This design comes from an exercise in tuning for small area on the open sky130 flow, not from production work.
In this exercise RTL edits were held to simulation tests only and were not proved equivalent to the original.

==> module alu, before the edit <==
module alu (
    input  logic        i_clk,
    input  logic        i_rst_n,
    input  logic        i_in_valid,
    input  logic [3:0]  i_inst,
    input  logic [15:0] i_data_a,
    input  logic [15:0] i_data_b,
    output logic        o_busy,
    output logic        o_out_valid,
    output logic [15:0] o_data
);
    logic       tp;
    logic [2:0] cnt;
    logic       in_tp;
    logic       loading;
    logic       accept;
    assign in_tp   = (i_inst == 4'd9);
    assign loading = o_busy & tp & ~o_out_valid;
    assign accept  = i_in_valid & (~o_busy | loading);
    always_ff @(posedge i_clk or negedge i_rst_n) begin
        if (!i_rst_n) begin
            o_busy      <= 1'b0;
            o_out_valid <= 1'b0;
            tp          <= 1'b0;
            cnt         <= 3'd0;
        end else begin
            if (!o_busy) begin
                if (i_in_valid) begin
                    o_busy      <= 1'b1;
                    o_out_valid <= ~in_tp;
                    tp          <= in_tp;
                    if (in_tp) cnt <= cnt + 3'd1;
                end
            end else if (!tp) begin
                o_busy      <= 1'b0;
                o_out_valid <= 1'b0;
            end else if (!o_out_valid) begin
                if (i_in_valid) begin
                    cnt <= cnt + 3'd1;
                    if (cnt == 3'd7) o_out_valid <= 1'b1;
                end
            end else begin
                cnt <= cnt + 3'd1;
                if (cnt == 3'd7) begin
                    o_busy      <= 1'b0;
                    o_out_valid <= 1'b0;
                end
            end
        end
    end
    logic [15:0] w [8];
    logic        shift_col;
    assign shift_col = o_busy | in_tp;
    always_ff @(posedge i_clk) begin
        if (accept) begin
            w[7] <= i_data_a;
            w[6] <= shift_col ? w[7] : i_data_b;
            w[5][15:4] <= w[6][15:4];
            w[5][3:0]  <= shift_col ? w[6][3:0] : i_inst;
            for (int k = 0; k < 5; k++) w[k] <= w[k+1];
        end
    end
    logic [15:0] ra, rb;
    logic [3:0]  rop;
    assign ra  = w[7];
    assign rb  = w[6];
    assign rop = w[5][3:0];
    logic op_mac, op_addsub, op_sub;
    assign op_mac    = (rop == 4'd2);
    assign op_addsub = (rop[3:1] == 3'd0);
    assign op_sub    = rop[0];
    logic [15:0] m_a;
    logic [8:0]  m_b;
    logic [36:0] x_add;
    logic        cin;
    logic [36:0] sum;
    logic [36:0] acc;
    logic        ovf;       
    logic        use_acc;
    assign m_a   = o_busy ? ra : i_data_a;
    assign m_b   = o_busy ? (op_mac ? rb[15:7] : 9'd8) : {i_data_b[7:0], 1'b0};
    assign use_acc = ~o_busy | op_mac;
    assign cin     = o_busy & ~op_mac & op_sub;
    logic        acc_vld;
    logic [36:0] acc_rd;
    assign acc_rd  = acc_vld ? acc : 37'd512;
    assign x_add   = use_acc ? acc_rd
                   : {{19{rb[15] ^ op_sub}}, rb ^ {16{op_sub}}, op_sub, op_sub};
    alu_mac u_mac (
        .a   (m_a),
        .b   (m_b),
        .x   (x_add),
        .cin (cin),
        .s   (sum),
        .ovf (ovf)
    );
    logic [36:0] s2;
    logic        s2_mid_zero;
    logic        s2_hi, s2_lo;
    logic [36:0] acc_clamp;
    assign s2          = {sum[28:0], acc[36:29]};
    assign s2_mid_zero = (s2[34:9] == 26'd0);
    assign s2_hi       = ~s2[36] & s2[35] & ~s2_mid_zero;
    assign s2_lo       = s2[36] & (~s2[35] | s2_mid_zero);
    assign acc_clamp   = s2_hi ? {2'b01, 26'd0, 9'h1FF}
                       : s2_lo ? {2'b11, 25'd0, 1'b1, 9'd0}
                       : s2;
    logic mac_p1, mac_p2;
    assign mac_p1 = ~o_busy & i_in_valid & (i_inst == 4'd2);
    assign mac_p2 = o_busy & ~tp & op_mac;
    always_ff @(posedge i_clk or negedge i_rst_n) begin
        if (!i_rst_n) begin
            acc_vld <= 1'b0;
        end else if (mac_p1) begin
            acc_vld <= 1'b1;
        end
    end
    always_ff @(posedge i_clk) begin
        if (mac_p1) begin
            acc <= {sum[7:0], sum[36:8]};
        end else if (mac_p2) begin
            acc <= acc_clamp;
        end
    end
    logic [15:0] arith_res;
    assign arith_res = ovf ? (sum[28] ? 16'h8000 : 16'h7FFF) : sum[17:2];
    logic [15:0] gray_res, ror_res, clz_res;
    logic [31:0] rot_wide;
    logic [4:0]  lz;
    assign gray_res = ra ^ (ra >> 1);
    assign rot_wide = {ra, ra} >> rb;
    assign ror_res  = rot_wide[15:0];
    always_comb begin
        lz = 5'd16;
        for (int i = 0; i < 16; i++) begin
            if (ra[i]) lz = 5'(15 - i);
        end
    end
    assign clz_res = {11'd0, lz};
    logic [7:0]  rsel;
    logic [15:0] row;
    always_comb begin
        for (int r = 0; r < 8; r++) rsel[r] = (cnt == 3'(r));
        row = '0;
        for (int r = 0; r < 8; r++) begin
            for (int c = 0; c < 8; c++) begin
                row[15-2*c -: 2] = row[15-2*c -: 2] | ({2{rsel[r]}} & w[c][15-2*r -: 2]);
            end
        end
    end
    always_comb begin
        if (tp) begin
            o_data = row;
        end else begin
            case (rop)
                4'd0, 4'd1, 4'd2: o_data = arith_res;
                4'd4:             o_data = gray_res;
                4'd6:             o_data = ror_res;
                4'd7:             o_data = clz_res;
                default:          o_data = 16'd0;
            endcase
        end
    end
endmodule
export LEC_CHECK = 0
export ABC_AREA = 1
export CAP_MARGIN = 20
export CORE_MARGIN = 2
export CORE_UTILIZATION = 65
export CTS_BUF_LIST = sky130_fd_sc_hd__clkbuf_8
export GPL_TIMING_DRIVEN = 0
export SLEW_MARGIN = 20
create_clock -name core_clock -period 11.0 [get_ports {i_clk}]
standard.sh (not shown) runs the stock make flow with config.mk's settings and CLKGATE_MAP_FILE= SYNTH_SCRIPT=/design/flow/synth_recipe.tcl, a recipe that flattens the netlist after the stock synthesis.
==> flow/flow/run.sh <==
#!/bin/bash
set -euo pipefail
bash standard.sh \
  "BUFFER_PORTS_ARGS=-buffer_cell sky130_fd_sc_hd__buf_1" \
  REMOVE_ABC_BUFFERS=1 \
  "CTS_ARGS=-sink_clustering_enable -repair_clock_nets -buf_list sky130_fd_sc_hd__clkbuf_8 -dont_use_dummy_load" \
  finish > flow_make.log 2>&1
Next try:
--- a/flow/design.v
+++ b/flow/design.v
@@ -842,13 +842,12 @@
     logic [15:0] ra, rb;
     logic [3:0]  rop;
     assign ra  = w[7];
     assign rb  = w[6];
     assign rop = w[5][3:0];
-    logic op_mac, op_addsub, op_sub;
+    logic op_mac, op_sub;
     assign op_mac    = (rop == 4'd2);
-    assign op_addsub = (rop[3:1] == 3'd0);
     assign op_sub    = rop[0];
     logic [15:0] m_a;
     logic [8:0]  m_b;
     logic [36:0] x_add;
     logic        cin;
After rerunning:
- area after synthesis is unchanged
- cell area is higher by about 0.8%
- wire length falls by 0.94%
- worst setup slack gets worse by 0.023 ns

## what the ideal ports hide
The results above use ideal ports. As a check the final layouts listed here were re-extracted and re-timed, cells and wires unchanged. Step 1 sets driving cells, clkbuf_16 on the clock port and buf_2 on the other inputs (assumed; they add their load-dependent delay and slew). Step 2 moves the port delays by t, midway between the first and last clock arrival at a register: inputs arrive t later, outputs are due t later. That takes back most of the time a late clock gives input paths. Three values: ideal, step 1, step 2; two values: the first two.
run | t, ns | setup slack, ns | worst setup path after step 2 | worst slew at a driven data input, ns
the first run | 0.506 | 0.233 / 0.211 / 0.211 | input to output | 0.04
the second run | 0.501 | 0.210 / 0.185 / 0.185 | input to output | 0.05
After both steps every run listed still meets setup and hold. The setup slack of the second run, which loses most, moves by -0.025 ns with the drivers and by -0.025 ns with both steps.
